What follows belongs to an exercise in optimizing a design on an open flow for small area; a production flow would make more cautious choices.
RTL that was checked went through simulation tests only; none was proved equivalent to the original.
Power is estimated from default activity; no workload was simulated.

==> inputs of trial 82 <==
==> flow/design.v <==
package opfwd_pkg;
  localparam int NUM_REGS = 32;
  typedef logic [4:0]  reg_addr_t;   
  typedef logic [31:0] xlen_t;       
  typedef logic [1:0]  fwd_sel_t;    
  typedef logic [1:0]  op_t;         
  localparam fwd_sel_t FWD_NONE = 2'd0;   
  localparam fwd_sel_t FWD_E    = 2'd1;
  localparam fwd_sel_t FWD_M    = 2'd2;
  localparam fwd_sel_t FWD_W    = 2'd3;
  localparam op_t OP_ADD = 2'd0;
  localparam op_t OP_XOR = 2'd1;
  localparam op_t OP_LDI = 2'd2;   
  typedef struct packed {
    logic      valid;
    op_t       op;
    reg_addr_t rs1;
    reg_addr_t rs2;
    logic      use_rs1;
    logic      use_rs2;
    reg_addr_t rd;
    logic      writes_rd;
    xlen_t     imm;
  } issue_req_t;
  typedef struct packed {
    reg_addr_t addr;
    xlen_t     data;
  } fwd_port_t;
  typedef struct packed {
    logic      valid;
    reg_addr_t rd;
    xlen_t     data;
  } wb_port_t;
  typedef struct packed {
    logic      valid;
    op_t       op;
    reg_addr_t rd;
    logic      writes_rd;
    xlen_t     op1;
    xlen_t     op2;
    xlen_t     imm;
  } stage_t;
endpackage
`timescale 1ns/1ps
module opfwd_top (
  input  logic        clk,
  input  logic        arst_n,
  input  logic        req_valid,
  input  logic [1:0]  req_op,
  input  logic [4:0]  req_rs1,
  input  logic [4:0]  req_rs2,
  input  logic        req_use_rs1,
  input  logic        req_use_rs2,
  input  logic [4:0]  req_rd,
  input  logic        req_writes_rd,
  input  logic [31:0] req_imm,
  output logic        stall,
  output logic        retire_valid,
  output logic [4:0]  retire_rd,
  output logic [31:0] retire_data
);
  logic [31:0] regs [1:31];
  logic [31:1] written;
  logic [4:0]  ldi_rd;
  logic        accept;
  logic        e_valid;
  logic [4:0]  e_rs1, e_rs2;
  logic        e_xor, e_ldi;
  logic [4:0]  e_rd;        
  logic [31:0] e_imm;
  logic [31:1] sel1, sel2, we;
  logic [31:0] op1, op2, res;
  logic        m_valid, w_valid;
  logic [4:0]  m_rd, w_rd;
  logic [31:0] m_data, w_data;
  assign stall  = req_valid && (ldi_rd != 5'd0) &&
                  ((req_use_rs1 && (req_rs1 == ldi_rd)) ||
                   (req_use_rs2 && (req_rs2 == ldi_rd)));
  assign accept = req_valid && !stall;
  always_ff @(posedge clk) begin
    e_rs1 <= req_use_rs1 ? req_rs1 : 5'd0;
    e_rs2 <= req_use_rs2 ? req_rs2 : 5'd0;
    e_xor <= (req_op == 2'd1);
    e_ldi <= (req_op == 2'd2);
    e_rd  <= req_writes_rd ? req_rd : 5'd0;
    e_imm <= req_imm;
  end
  always_comb begin
    for (int i = 1; i < 32; i++) begin
      sel1[i] = (e_rs1 == i[4:0]) && written[i];
      sel2[i] = (e_rs2 == i[4:0]) && written[i];
      we[i]   = e_valid && (e_rd == i[4:0]);
    end
    op1 = '0;
    op2 = '0;
    for (int i = 1; i < 32; i++) begin
      op1 = op1 | (regs[i] & {32{sel1[i]}});
      op2 = op2 | (regs[i] & {32{sel2[i]}});
    end
  end
  always_comb begin
    if (e_ldi)      res = e_imm;
    else if (e_xor) res = op1 ^ op2;
    else            res = op1 + op2;
  end
  always_ff @(posedge clk) begin
    for (int i = 1; i < 32; i++) begin
      if (we[i]) regs[i] <= res;
    end
  end
  always_ff @(posedge clk or negedge arst_n) begin
    if (!arst_n) begin
      written <= '0;
      ldi_rd  <= '0;
      e_valid <= 1'b0;
      m_valid <= 1'b0;
      w_valid <= 1'b0;
    end else begin
      written <= written | we;
      ldi_rd  <= (accept && req_op == 2'd2 && req_writes_rd) ? req_rd : 5'd0;
      e_valid <= accept;
      m_valid <= e_valid;
      w_valid <= m_valid;
    end
  end
  always_ff @(posedge clk) begin
    m_rd   <= e_rd;
    m_data <= res;
    w_rd   <= m_rd;
    w_data <= m_data;
  end
  assign retire_valid = w_valid;
  assign retire_rd    = w_rd;
  assign retire_data  = w_data;
endmodule
==> flow/flow/run.sh <==
#!/bin/bash
# The standard layout (standard.sh: the standard flow's synthesis and ORFS flow) with a
# lighter clock tree (no dummy loads), single-drive port buffers and
# power recovery (downsizing of gates with positive slack) after global
# routing. make's output goes to flow_make.log; every ORFS step keeps its
# own log under orfs/logs.
set -euo pipefail
bash standard.sh \
  "CTS_ARGS=-sink_clustering_enable -repair_clock_nets -dont_use_dummy_load -buf_list sky130_fd_sc_hd__clkbuf_8" \
  "BUFFER_PORTS_ARGS=-buffer_cell sky130_fd_sc_hd__buf_1" \
  "RECOVER_POWER=100" \
  finish > flow_make.log 2>&1
==> flow/standard.sh <==
#!/bin/bash
# synth_recipe.tcl (not shown) runs the flow's synth.tcl, then flattens the netlist and writes it again
# the make line also repeats each setting of config.mk as NAME=value (left out here)
make -C /OpenROAD-flow-scripts/flow DESIGN_CONFIG=/design/flow/config.mk WORK_HOME=/design/flow/orfs CLKGATE_MAP_FILE= SYNTH_SCRIPT=/design/flow/synth_recipe.tcl "${@:-finish}"
==> flow/config.mk <==
export PLATFORM = sky130hd
export DESIGN_NAME = opfwd_top
export DESIGN_NICKNAME = opfwd_top
export VERILOG_FILES = /design/flow/design.v
export SDC_FILE = /design/flow/constraint.sdc
export NUM_CORES = 4
export LEC_CHECK = 0
export CAP_MARGIN = 0
export CORE_MARGIN = 2
export CORE_UTILIZATION = 50
export SLEW_MARGIN = 0
==> flow/constraint.sdc <==
create_clock -name core_clock -period 5.0 [get_ports {clk}]
set_input_delay 1.0000 -clock core_clock [delete_from_list [all_inputs] [get_ports {clk}]]
set_output_delay 1.0000 -clock core_clock [all_outputs]
set_load 0.01 [all_outputs]
==> build 95: changes against trial 82 <==
==> flow/design.v, changed modules only <==
module opfwd_top (
  input  logic        clk,
  input  logic        arst_n,
  input  logic        req_valid,
  input  logic [1:0]  req_op,
  input  logic [4:0]  req_rs1,
  input  logic [4:0]  req_rs2,
  input  logic        req_use_rs1,
  input  logic        req_use_rs2,
  input  logic [4:0]  req_rd,
  input  logic        req_writes_rd,
  input  logic [31:0] req_imm,
  output logic        stall,
  output logic        retire_valid,
  output logic [4:0]  retire_rd,
  output logic [31:0] retire_data
);
  logic [31:0] regs [1:31];
  logic [31:1] written;
  logic [4:0]  ldi_rd;
  logic        accept;
  logic        fwd1_nxt, fwd2_nxt;
  logic        e_valid;
  logic [3:0]  e_hi1, e_hi2;    
  logic [7:0]  e_lo1, e_lo2;    
  logic        e_fwd1, e_fwd2;
  logic        e_xor;
  logic [4:0]  e_rd;        
  logic [31:0] e_imm;
  logic [31:1] sel1, sel2, we, keep;
  logic [31:0] op1, op2, res;
  logic        m_valid, w_valid;
  logic [4:0]  m_rd, w_rd;
  logic [31:0] m_data, w_data;
  assign stall  = req_valid && (ldi_rd != 5'd0) &&
                  ((req_use_rs1 && (req_rs1 == ldi_rd)) ||
                   (req_use_rs2 && (req_rs2 == ldi_rd)));
  assign accept = req_valid && !stall;
  assign fwd1_nxt = req_use_rs1 && e_valid && (e_rd != 5'd0) && (req_rs1 == e_rd);
  assign fwd2_nxt = req_use_rs2 && e_valid && (e_rd != 5'd0) && (req_rs2 == e_rd);
  always_ff @(posedge clk) begin
    e_hi1  <= (req_use_rs1 && !fwd1_nxt) ? (4'd1 << req_rs1[4:3]) : 4'd0;
    e_hi2  <= (req_use_rs2 && !fwd2_nxt) ? (4'd1 << req_rs2[4:3]) : 4'd0;
    e_lo1  <= 8'd1 << req_rs1[2:0];
    e_lo2  <= 8'd1 << req_rs2[2:0];
    e_fwd1 <= fwd1_nxt;
    e_fwd2 <= fwd2_nxt;
    e_xor  <= (req_op == 2'd1);
    e_rd   <= req_writes_rd ? req_rd : 5'd0;
    e_imm  <= (req_op == 2'd2) ? req_imm : 32'd0;
  end
  always_comb begin
    for (int i = 1; i < 32; i++) begin
      we[i]   = m_valid && (m_rd == i[4:0]);
      keep[i] = ~we[i];
      sel1[i] = e_hi1[i / 8] && e_lo1[i % 8] && written[i];
      sel2[i] = e_hi2[i / 8] && e_lo2[i % 8] && written[i];
    end
  end
  logic [31:1] col [32];
  always_comb begin
    for (int b = 0; b < 32; b++) begin
      for (int i = 1; i < 32; i++) col[b][i] = regs[i][b];
    end
  end
  for (genvar b = 0; b < 32; b++) begin : g_rd
    rf_rd_bit i_rd1 (.sel(sel1), .d(col[b]), .fwd(e_fwd1), .fwd_d(m_data[b]), .y(op1[b]));
    rf_rd_bit i_rd2 (.sel(sel2), .d(col[b]), .fwd(e_fwd2), .fwd_d(m_data[b]), .y(op2[b]));
  end
  logic [31:0] p, g;
  logic [31:0] pg_g [6];
  logic [31:0] pg_p [6];
  assign p = op1 ^ op2;
  assign g = op1 & op2 & {32{~e_xor}};
  assign pg_g[0] = g;
  assign pg_p[0] = p;
  for (genvar l = 0; l < 5; l++) begin : g_lvl
    for (genvar i = 0; i < 32; i++) begin : g_pos
      if (((i >> l) & 1) == 1) begin : g_node
        localparam int J = ((i >> l) << l) - 1;
        if (i < (1 << (l + 1)) || i == 31) begin : g_gonly
          rf_pfx_g i_node (.gh(pg_g[l][i]), .ph(pg_p[l][i]), .gl(pg_g[l][J]), .g(pg_g[l+1][i]));
          assign pg_p[l+1][i] = 1'b0;
        end else begin : g_gp
          rf_pfx_gp i_node (.gh(pg_g[l][i]), .ph(pg_p[l][i]), .gl(pg_g[l][J]), .pl(pg_p[l][J]),
                            .g(pg_g[l+1][i]), .p(pg_p[l+1][i]));
        end
      end else begin : g_pass
        assign pg_g[l+1][i] = pg_g[l][i];
        assign pg_p[l+1][i] = pg_p[l][i];
      end
    end
  end
  assign res = p ^ {pg_g[5][30:0], 1'b0} ^ e_imm;
  logic [31:0] regs_nxt [1:31];
  for (genvar i = 1; i < 32; i++) begin : g_hold
    for (genvar b = 0; b < 32; b++) begin : g_bit
      rf_hold i_hold (
        .we   (we[i]),
        .keep (keep[i]),
        .d    (m_data[b]),
        .q    (regs[i][b]),
        .nxt  (regs_nxt[i][b])
      );
    end
  end
  always_ff @(posedge clk) begin
    for (int i = 1; i < 32; i++) begin
      regs[i] <= regs_nxt[i];
    end
  end
  always_ff @(posedge clk or negedge arst_n) begin
    if (!arst_n) begin
      written <= '0;
      ldi_rd  <= '0;
      e_valid <= 1'b0;
      m_valid <= 1'b0;
      w_valid <= 1'b0;
    end else begin
      written <= written | we;
      ldi_rd  <= (accept && req_op == 2'd2 && req_writes_rd) ? req_rd : 5'd0;
      e_valid <= accept;
      m_valid <= e_valid;
      w_valid <= m_valid;
    end
  end
  always_ff @(posedge clk) begin
    m_rd   <= e_rd;
    m_data <= res;
    w_rd   <= m_rd;
    w_data <= m_data;
  end
  assign retire_valid = w_valid;
  assign retire_rd    = w_rd;
  assign retire_data  = w_data;
endmodule
module rf_hold (
  input  logic we,
  input  logic keep,
  input  logic d,
  input  logic q,
  output logic nxt
);
  assign nxt = (d & we) | (q & keep);
endmodule
module rf_rd_bit (
  input  logic [31:1] sel,
  input  logic [31:1] d,
  input  logic        fwd,
  input  logic        fwd_d,
  output logic        y
);
  logic [9:0] grp_n;
  logic       last;
  for (genvar g = 0; g < 10; g++) begin : g_grp
    rf_aoi3 i_aoi3 (.s(sel[3*g+3:3*g+1]), .d(d[3*g+3:3*g+1]), .y_n(grp_n[g]));
  end
  rf_ao2 i_ao2 (.s({fwd, sel[31]}), .d({fwd_d, d[31]}), .y(last));
  rf_rd_join i_join (.grp_n(grp_n), .last(last), .y(y));
endmodule
module rf_aoi3 (
  input  logic [2:0] s,
  input  logic [2:0] d,
  output logic       y_n
);
  assign y_n = ~|(s & d);
endmodule
module rf_ao2 (
  input  logic [1:0] s,
  input  logic [1:0] d,
  output logic       y
);
  assign y = |(s & d);
endmodule
module rf_rd_join (
  input  logic [9:0] grp_n,
  input  logic       last,
  output logic       y
);
  assign y = ~&grp_n | last;
endmodule
module rf_pfx_gp (
  input  logic gh,
  input  logic ph,
  input  logic gl,
  input  logic pl,
  output logic g,
  output logic p
);
  assign g = gh | (ph & gl);
  assign p = ph & pl;
endmodule
module rf_pfx_g (
  input  logic gh,
  input  logic ph,
  input  logic gl,
  output logic g
);
  assign g = gh | (ph & gl);
endmodule
==> flow/run.sh (new file) <==
#!/bin/bash
# synth_recipe.tcl (not shown) runs the flow's synth.tcl, then flattens the netlist and writes it again
# the make line also repeats each setting of config.mk as NAME=value (left out here)
make -C /OpenROAD-flow-scripts/flow DESIGN_CONFIG=/design/flow/config.mk WORK_HOME=/design/flow/orfs CLKGATE_MAP_FILE= SYNTH_SCRIPT=/design/flow/synth_recipe.tcl finish
Settings changed: CAP_MARGIN 0 to 10, CTS_BUF_LIST set to sky130_fd_sc_hd__clkbuf_16, CTS_CLUSTER_DIAMETER set to 100, CTS_CLUSTER_SIZE set to 24, SETUP_SLACK_MARGIN set to 0.35, SLEW_MARGIN 0 to 10, SYNTH_HIERARCHICAL set to 1.
removed: flow/flow/run.sh
removed: flow/standard.sh
==> build 14: changes against trial 82 <==
==> flow/design.v, changed modules only <==
module opfwd_top (
  input  logic        clk,
  input  logic        arst_n,
  input  logic        req_valid,
  input  logic [1:0]  req_op,
  input  logic [4:0]  req_rs1,
  input  logic [4:0]  req_rs2,
  input  logic        req_use_rs1,
  input  logic        req_use_rs2,
  input  logic [4:0]  req_rd,
  input  logic        req_writes_rd,
  input  logic [31:0] req_imm,
  output logic        stall,
  output logic        retire_valid,
  output logic [4:0]  retire_rd,
  output logic [31:0] retire_data
);
  logic [31:0] regs [1:31];
  logic [31:1] written;
  logic [4:0]  ldi_rd;
  logic        accept;
  logic        wen;
  logic [31:0] op1, op2, res;
  logic        s1_valid, s2_valid, s3_valid;
  logic [4:0]  s1_rd, s2_rd, s3_rd;
  logic [31:0] s1_data, s2_data, s3_data;
  assign stall  = req_valid && (ldi_rd != 5'd0) &&
                  ((req_use_rs1 && (req_rs1 == ldi_rd)) ||
                   (req_use_rs2 && (req_rs2 == ldi_rd)));
  assign accept = req_valid && !stall;
  assign wen    = accept && req_writes_rd && (req_rd != 5'd0);
  always_comb begin
    op1 = '0;
    op2 = '0;
    for (int i = 1; i < 32; i++) begin
      if (req_rs1 == i[4:0] && written[i]) op1 = regs[i];
      if (req_rs2 == i[4:0] && written[i]) op2 = regs[i];
    end
  end
  always_comb begin
    case (req_op)
      2'd1:    res = op1 ^ op2;
      2'd2:    res = req_imm;
      default: res = op1 + op2;
    endcase
  end
  always_ff @(posedge clk) begin
    for (int i = 1; i < 32; i++) begin
      if (wen && req_rd == i[4:0]) regs[i] <= res;
    end
  end
  always_ff @(posedge clk or negedge arst_n) begin
    if (!arst_n) begin
      written  <= '0;
      ldi_rd   <= '0;
      s1_valid <= 1'b0;
      s2_valid <= 1'b0;
      s3_valid <= 1'b0;
    end else begin
      for (int i = 1; i < 32; i++) begin
        if (wen && req_rd == i[4:0]) written[i] <= 1'b1;
      end
      ldi_rd   <= (accept && req_op == 2'd2 && req_writes_rd) ? req_rd : 5'd0;
      s1_valid <= accept;
      s2_valid <= s1_valid;
      s3_valid <= s2_valid;
    end
  end
  always_ff @(posedge clk) begin
    s1_rd   <= req_writes_rd ? req_rd : 5'd0;
    s1_data <= res;
    s2_rd   <= s1_rd;
    s2_data <= s1_data;
    s3_rd   <= s2_rd;
    s3_data <= s2_data;
  end
  assign retire_valid = s3_valid;
  assign retire_rd    = s3_rd;
  assign retire_data  = s3_data;
endmodule
==> flow/run.sh (new file) <==
#!/bin/bash
# synth_recipe.tcl (not shown) runs the flow's synth.tcl, then flattens the netlist and writes it again
# the make line also repeats each setting of config.mk as NAME=value (left out here)
make -C /OpenROAD-flow-scripts/flow DESIGN_CONFIG=/design/flow/config.mk WORK_HOME=/design/flow/orfs CLKGATE_MAP_FILE= SYNTH_SCRIPT=/design/flow/synth_recipe.tcl finish
Settings changed: CAP_MARGIN 0 to 20, CORE_UTILIZATION 50 to 40, SLEW_MARGIN 0 to 20.
removed: flow/flow/run.sh
removed: flow/standard.sh
==> results.yml <==
pwr:
  power_leakage_nw: 20.1
  p_int_mw: 12.6
  powerDensity_nw_per_um2: 341
  seqPwrFrac_pct: 62.0
final_layout:
  final_common_cell: "dfxtp_1"
  clk_share_pct: 2.92
  drive_gt1_share_pct: 8.85
  n_all_inverters: 32
drt:
  firstDrtPassIters: 28
global_route:
  antenna_found_initial: 18
  grt_pass1_vias: 41600
critical_path:
  critPathKind: "flip-flop to flip-flop"
  crit_end: "m_data[20]"
  crit_arrival_ns: 5.35
clocking:
  cts-buffers-inserted: 54
floorplanning:
  die_w_um: 303
  core-area_um2: 88500
status:
  status: "complete, no violations"
[end of results for build 95]
==> results.yml <==
sta:
  setup_ws_ns: -0.113
  slew_violations: 869
  setup_violations: 50
floorplanning:
  die_w_um: 312
final_layout:
  final_common_cell: "edfxtp_1"
  clk_share_pct: 4.38
  n_all_inverters: 11
status:
  check-failures: "max-capacitance violations, max-slew violations, negative setup slack"
  status: "complete, but fails checks"
pwr:
  power_leakage_nw: 19.8
  p_int_mw: 15.6
  seqPwrFrac_pct: 55.0
flow_run:
  maxCapViolations: 41
clocking:
  cts-buffers-inserted: 182
global_route:
  antenna_found_initial: 7
[end of results for trial 82]
==> results.yml <==
status:
  status: "complete, but fails checks"
  check-failures: "negative setup slack"
pwr:
  power_leakage_nw: 22.8
  seqPwrFrac_pct: 45.8
final_layout:
  n_all_inverters: 31
  clk_share_pct: 6.89
  final_common_cell: "edfxtp_1"
  drive_gt1_share_pct: 31.0
clocking:
  cts-buffers-inserted: 121
critical_path:
  crit_end: "regs[31][31]"
  crit_arrival_ns: 6.73
sta:
  setup_violations: 732
  setup_ws_ns: -1.13
global_route:
  antenna_found_initial: 14
  grt_pass1_vias: 39300
drt:
  firstDrtPassIters: 13
floorplanning:
  die_w_um: 349
  core-area_um2: 118000
[end of results for build 14]
The RTL of trial 82 was laid out without a check of its function.

[re-timing with driven ports]
Ports are ideal in the flow. The routed layouts listed here were re-timed in OpenROAD. Step 1: set_driving_cell puts a clkbuf_16 on clk and a buf_2 on each other input, an assumption about the parent block. Step 2 also shifts input and output timing later by t, the mid clock arrival at the registers, as if the neighbouring blocks saw the same clock. a / b / c = no drivers / after step 1 / after step 2; a / b = the first two.
run	shift t [ns]	slack for setup (ns)	clock arrival spread, ns
trial 82	0.958	-0.113 / -0.113 / -0.113	0.089 / 0.089
build 95	0.756	0.279 / 0.279 / 0.279	0.040 / 0.041
build 14	0.829	-1.127 / -1.060 / -1.889	0.033 / 0.033
For build 14, which loses most, drivers alone change the setup slack by +0.067 ns; drivers and shift together by -0.762 ns.
